Context: an optimization exercise on an open-source flow, tuned for small area. The choices shown serve that exercise and are no tape-out recipe. At most, simulation tests tie the RTL to the original design; equivalence was not proved.

## mlp_top
module mlp_top (
    input  logic                  clk,
    input  logic                  rst,
    input  logic                  wb_cyc,
    input  logic                  wb_stb,
    input  logic                  wb_we,
    input  logic [2-1:0] wb_adr,
    input  mlp_pkg::word_t        wb_dat_i,
    output mlp_pkg::word_t        wb_dat_o,
    output logic                  wb_ack,
    output logic                  result_valid,
    output mlp_pkg::word_t        sig_value,
    output logic                  class_out
);
==> module mlp_top, before the edit <==
module mlp_top (
    input  logic                  clk,
    input  logic                  rst,
    input  logic                  wb_cyc,
    input  logic                  wb_stb,
    input  logic                  wb_we,
    input  logic [2-1:0] wb_adr,
    input  mlp_pkg::word_t        wb_dat_i,
    output mlp_pkg::word_t        wb_dat_o,
    output logic                  wb_ack,
    output logic                  result_valid,
    output mlp_pkg::word_t        sig_value,
    output logic                  class_out
);
    logic [15:0] x1, x2;
    logic [7:0]  cnt;
    logic [1:0]  adr_q;
    logic [3:0]  vld;
    logic        access, launch;
    assign access = wb_cyc && wb_stb && !wb_ack;
    assign launch = access && wb_we && (wb_adr == 2'd1);
    always_ff @(posedge clk)
    begin
        if (rst)
        begin
            wb_ack       <= 1'b0;
            x1           <= '0;
            x2           <= '0;
            cnt          <= '0;
            vld          <= '0;
            result_valid <= 1'b0;
        end
        else
        begin
            wb_ack       <= access;
            vld          <= {vld[2:0], launch};
            result_valid <= vld[3];
            if (access && wb_we && wb_adr == 2'd0)
                x1 <= wb_dat_i;
            if (launch)
            begin
                x2  <= wb_dat_i;
                cnt <= cnt + 1'b1;
            end
        end
    end
    always_ff @(posedge clk)
    begin
        if (access)
            adr_q <= wb_adr;
    end
    always_comb
    begin
        case (adr_q)
            2'd0:    wb_dat_o = x1;
            2'd1:    wb_dat_o = x2;
            2'd2:    wb_dat_o = {8'h00, cnt};
            default: wb_dat_o = '0;
        endcase
    end
    function automatic logic [15:0] relu(input logic [15:0] v);
        relu = v[15] ? '0 : v;
    endfunction
    function automatic logic [31:0] csa(input logic [15:0] p, input logic [15:0] q, input logic [15:0] r);
        logic [15:0] k;
        k = (p & q) | (p & r) | (q & r);
        csa = {k[14:0], 1'b0, p ^ q ^ r};
    endfunction
    function automatic logic [31:0] add2c(input logic [15:0] p, input logic [15:0] q);
        logic [15:0] g, t, h;
        g = p & q;
        t = p ^ q;
        h = t;
        for (int d = 1; d < 16; d = d * 2)
            for (int i = 2 * d - 1; i < 16; i += 2 * d)
            begin
                g[i] = g[i] | (t[i] & g[i - d]);
                t[i] = t[i] & t[i - d];
            end
        for (int d = 4; d >= 1; d = d / 2)
            for (int i = 3 * d - 1; i < 16; i += 2 * d)
            begin
                g[i] = g[i] | (t[i] & g[i - d]);
                t[i] = t[i] & t[i - d];
            end
        add2c = {h ^ {g[14:0] | t[14:0], 1'b1}, h ^ {g[14:0], 1'b0}};
    endfunction
    function automatic logic [15:0] add(input logic [15:0] p, input logic [15:0] q);
        logic [31:0] r;
        r = add2c(p, q);
        add = r[15:0];
    endfunction
    function automatic logic [15:0] add7(input logic [15:0] v);
        logic [15:0] r;
        logic        k;
        r[2:0] = v[2:0] - 3'd1;
        k = |v[2:0];
        for (int i = 3; i < 16; i++)
        begin
            r[i] = v[i] ^ k;
            k = k & v[i];
        end
        add7 = r;
    endfunction
    function automatic logic [15:0] add5(input logic [15:0] p, input logic [15:0] q, input logic [15:0] r,
                                         input logic [15:0] w, input logic [15:0] v);
        logic [31:0] s, u, x;
        s = csa(p, q, r);
        u = csa(s[15:0], s[31:16], w);
        x = csa(u[15:0], u[31:16], v);
        add5 = add(x[15:0], x[31:16]);
    endfunction
    function automatic logic [15:0] add3(input logic [15:0] p, input logic [15:0] q, input logic [15:0] r);
        logic [31:0] s;
        s = csa(p, q, r);
        add3 = add(s[15:0], s[31:16]);
    endfunction
    function automatic logic [15:0] add4(input logic [15:0] p, input logic [15:0] q, input logic [15:0] r,
                                         input logic [15:0] w);
        logic [31:0] s, u;
        s = csa(p, q, r);
        u = csa(s[15:0], s[31:16], w);
        add4 = add(u[15:0], u[31:16]);
    endfunction
    logic [31:0] sa, sbc;
    logic [15:0] fa, b_raw, e;
    logic [14:0] a_q, p_q, b_q, c_q;
    logic        fb_q, fc_q;
    assign sa    = add2c(x1, x2);
    assign fa    = sa[31:16];
    assign sbc   = add2c(x1, ~x2);
    assign b_raw = sbc[15:0];
    assign e     = sbc[31:16];
    always_ff @(posedge clk)
    begin
        a_q <= fa[15] ? ~fa[14:0] : '0;
        p_q <= b_raw[15] ? ~e[14:0] : b_raw[14:0];
        fb_q <= ~b_raw[15];
        fc_q <= e[15];
    end
    logic        ph;
    logic [15:0] a, b, c, c2, c4;
    logic [15:0] z, um, ut, u2, u3, u4;
    logic [15:0] acc_s, acc_c, fb_s, fb_c;
    logic [31:0] l0, l1, l2, l3, l4;
    assign ph = vld[1];
    assign b_q = fb_q ? p_q : '0;
    assign c_q = fc_q ? p_q : '0;
    assign a  = {1'b0, a_q};
    assign b  = {1'b0, b_q};
    assign c  = {1'b0, c_q};
    assign c2 = {c_q, 1'b0};
    assign c4 = {c_q[13:0], 2'b00};
    always_comb
    begin
        z  = add4(a, b, ph ? ~c2 : ~c4, ph ? 16'hFFFD : 16'hFFFC);
        um = relu(z);
        ut = relu(~add7(z));
        if (ph)
            ut = ut << 1;
        u2 = relu(add5(a, a << 1, b, ph ? ~c2 : 16'h0000, 16'hFFFE));
        if (ph)
            u2 = u2 << 1;
        u3 = relu(add4(a, ph ? ~b : b, c2, 16'hFFFE));
        u4 = relu(add4(~a, ph ? b : ~b, 16'hFFFD, 16'h0000));
    end
    assign fb_s = ph ? '0 : acc_s;
    assign fb_c = ph ? '0 : acc_c;
    always_comb
    begin
        l0 = csa(fb_s, fb_c, um);
        l1 = csa(u2, u3, u4);
        l2 = csa(l0[15:0], l0[31:16], l1[15:0]);
        l3 = csa(l2[15:0], l2[31:16], l1[31:16]);
        l4 = csa(l3[15:0], l3[31:16], ut);
    end
    always_ff @(posedge clk)
    begin
        acc_s <= l4[15:0];
        acc_c <= l4[31:16];
    end
    logic [15:0] s;
    logic [9:0]  e_d, e_q;
    assign s = add(acc_s, acc_c);
    always_comb
    begin
        if (s < 16'd1024)
            e_d = {2'b00, s[9:2]};
        else if (s < 16'd2432)
            e_d = 10'((s >> 3) + 16'd128);
        else if (s < 16'd5120)
            e_d = 10'((s >> 5) + 16'd352);
        else
            e_d = 10'd512;
    end
    always_ff @(posedge clk)
    begin
        e_q <= e_d;
    end
    assign sig_value = {5'b00000, e_q[9], ~e_q[9], e_q[8:0]};
    assign class_out = |e_q;
endmodule
export LEC_CHECK = 0
export CAP_MARGIN = 20
export CORE_MARGIN = 2
export CORE_UTILIZATION = 70
export CTS_BUF_LIST = sky130_fd_sc_hd__clkbuf_4 sky130_fd_sc_hd__clkbuf_8
export CTS_CLUSTER_DIAMETER = 100
export CTS_CLUSTER_SIZE = 30
export GPL_TIMING_DRIVEN = 0
export PLACE_DENSITY = 0.75
export SLEW_MARGIN = 20
create_clock -name core_clock -period 7.0 [get_ports {clk}]
standard.sh (not shown) runs the stock make flow with config.mk's settings and CLKGATE_MAP_FILE= SYNTH_SCRIPT=/design/flow/synth_recipe.tcl, a recipe that flattens the netlist after the stock synthesis.
==> flow/flow/run.sh <==
#!/bin/bash
# The standard layout (the standard.sh, ORFS from synthesis to finish) with two changes:
#  - the port buffers that global placement adds are the smallest buffer, buf_1;
#  - clock tree synthesis adds no dummy loads and uses clkbuf_4/clkbuf_8.
# Make's full output goes to flow_make.log here; each ORFS step keeps its own log under
# orfs/logs/.
set -euo pipefail
WORK="$(cd "$(dirname "$0")/.." && pwd)"
cd "$WORK"
bash standard.sh \
    "BUFFER_PORTS_ARGS=-buffer_cell sky130_fd_sc_hd__buf_1" \
    "CTS_ARGS=-sink_clustering_enable -repair_clock_nets -sink_clustering_size 30 -sink_clustering_max_diameter 100 -buf_list {sky130_fd_sc_hd__clkbuf_4 sky130_fd_sc_hd__clkbuf_8} -dont_use_dummy_load" \
    finish > "$WORK/flow_make.log" 2>&1
The starting point finished but failed the layout checks on setup timing.
==> next run, changes <==
--- a/flow/design.v
+++ b/flow/design.v
@@ -141,45 +141,46 @@
         add4 = add(u[15:0], u[31:16]);
     endfunction
-    logic [31:0] sa, sbc;
-    logic [15:0] fa, b_raw, e;
-    logic [14:0] a_q, p_q, b_q, c_q;
+    logic [31:0] sa;
+    logic [15:0] fa, d;
+    logic [14:0] a_q, p_q;
     logic        fb_q, fc_q;
-    assign sa    = add2c(x1, x2);
-    assign fa    = sa[31:16];
-    assign sbc   = add2c(x1, ~x2);
-    assign b_raw = sbc[15:0];
-    assign e     = sbc[31:16];
-    always_ff @(posedge clk)
-    begin
-        a_q <= fa[15] ? ~fa[14:0] : '0;
-        p_q <= b_raw[15] ? ~e[14:0] : b_raw[14:0];
-        fb_q <= ~b_raw[15];
-        fc_q <= e[15];
+    assign sa = add2c(x1, x2);
+    assign fa = sa[31:16];
+    assign d  = add(x1, ~x2);
+    always_ff @(posedge clk)
+    begin
+        a_q  <= fa[15] ? ~fa[14:0] : '0;
+        p_q  <= d[15] ? ~d[14:0] : d[14:0];
+        fb_q <= ~d[15];
+        fc_q <= d[15] ^ (&d[14:0]);
     end
     logic        ph;
-    logic [15:0] a, b, c, c2, c4;
+    logic [14:0] b_q, k_q;
+    logic [15:0] a, b, bx, k2, m_op, v_op;
     logic [15:0] z, um, ut, u2, u3, u4;
     logic [15:0] acc_s, acc_c, fb_s, fb_c;
     logic [31:0] l0, l1, l2, l3, l4;
-    assign ph = vld[1];
+    assign ph  = vld[1];
     assign b_q = fb_q ? p_q : '0;
-    assign c_q = fc_q ? p_q : '0;
-    assign a  = {1'b0, a_q};
-    assign b  = {1'b0, b_q};
-    assign c  = {1'b0, c_q};
-    assign c2 = {c_q, 1'b0};
-    assign c4 = {c_q[13:0], 2'b00};
-    always_comb
-    begin
-        z  = add4(a, b, ph ? ~c2 : ~c4, ph ? 16'hFFFD : 16'hFFFC);
+    assign k_q = fc_q ? (fb_q ? '0 : p_q) : 15'd1;
+    assign a   = {1'b0, a_q};
+    assign b   = {1'b0, b_q};
+    assign bx  = ph ? ~b : b;
+    assign k2  = {k_q[14:0], 1'b0};
+    assign m_op = ph ? {~k_q[14:0], 1'b0} : {~k_q[13:0], 2'b11};
+    assign v_op = ph ? {~k_q[14:0], 1'b1} : 16'hFFFE;
+    always_comb
+    begin
+        z  = add3(a, b, m_op);
         um = relu(z);
         ut = relu(~add7(z));
         if (ph)
             ut = ut << 1;
-        u2 = relu(add5(a, a << 1, b, ph ? ~c2 : 16'h0000, 16'hFFFE));
+        u2 = relu(add4(a, a << 1, b, v_op));
         if (ph)
             u2 = u2 << 1;
-        u3 = relu(add4(a, ph ? ~b : b, c2, 16'hFFFE));
-        u4 = relu(add4(~a, ph ? b : ~b, 16'hFFFD, 16'h0000));
+        u3 = relu(add4(a, bx, k2, 16'hFFFC));
+        u4 = add3(a, bx, 16'd4);
+        u4 = u4[15] ? ~u4 : '0;
     end
     assign fb_s = ph ? '0 : acc_s;
This time the run completed with no timing, DRC or antenna violations. Non-clock buffer count decreases by 48. Register-to-register slack improves by 0.30 ns. Routed wire length decreases by 14%. Synthesized area decreases by 6.1%. Global-route usage decreases by 1.2 points. Fmax increases by 4.5%.
The RTL of the second run of this note was laid out without a check of its function.

static timing again, ports no longer ideal:
In the flow no input, the clock included, has a driving cell. The finished layouts below were timed again as built, in two steps.
Step 1 (the two cells are an assumption about what drives the block):
set clk [get_ports {clk}]
set_driving_cell -lib_cell sky130_fd_sc_hd__clkbuf_16 $clk
set_driving_cell -lib_cell sky130_fd_sc_hd__buf_2 [delete_from_list [all_inputs] $clk]
Step 2 times the ports against the registers' clock, not the clock port: input delays grow and output delays shrink by t, the midpoint of the rising clock arrivals with the driver on.
Three values: ideal ports, drivers, drivers and shift; two values: the first two.
run	t, ns	setup slack, ns	hold slack, ns	clock arrival spread, ns
the first run	0.502	-0.027 / -0.027 / -0.027	0.444 / 0.444 / 0.444	0.046 / 0.045
the second run	0.496	0.277 / 0.277 / 0.277	0.442 / 0.442 / 0.442	0.040 / 0.040
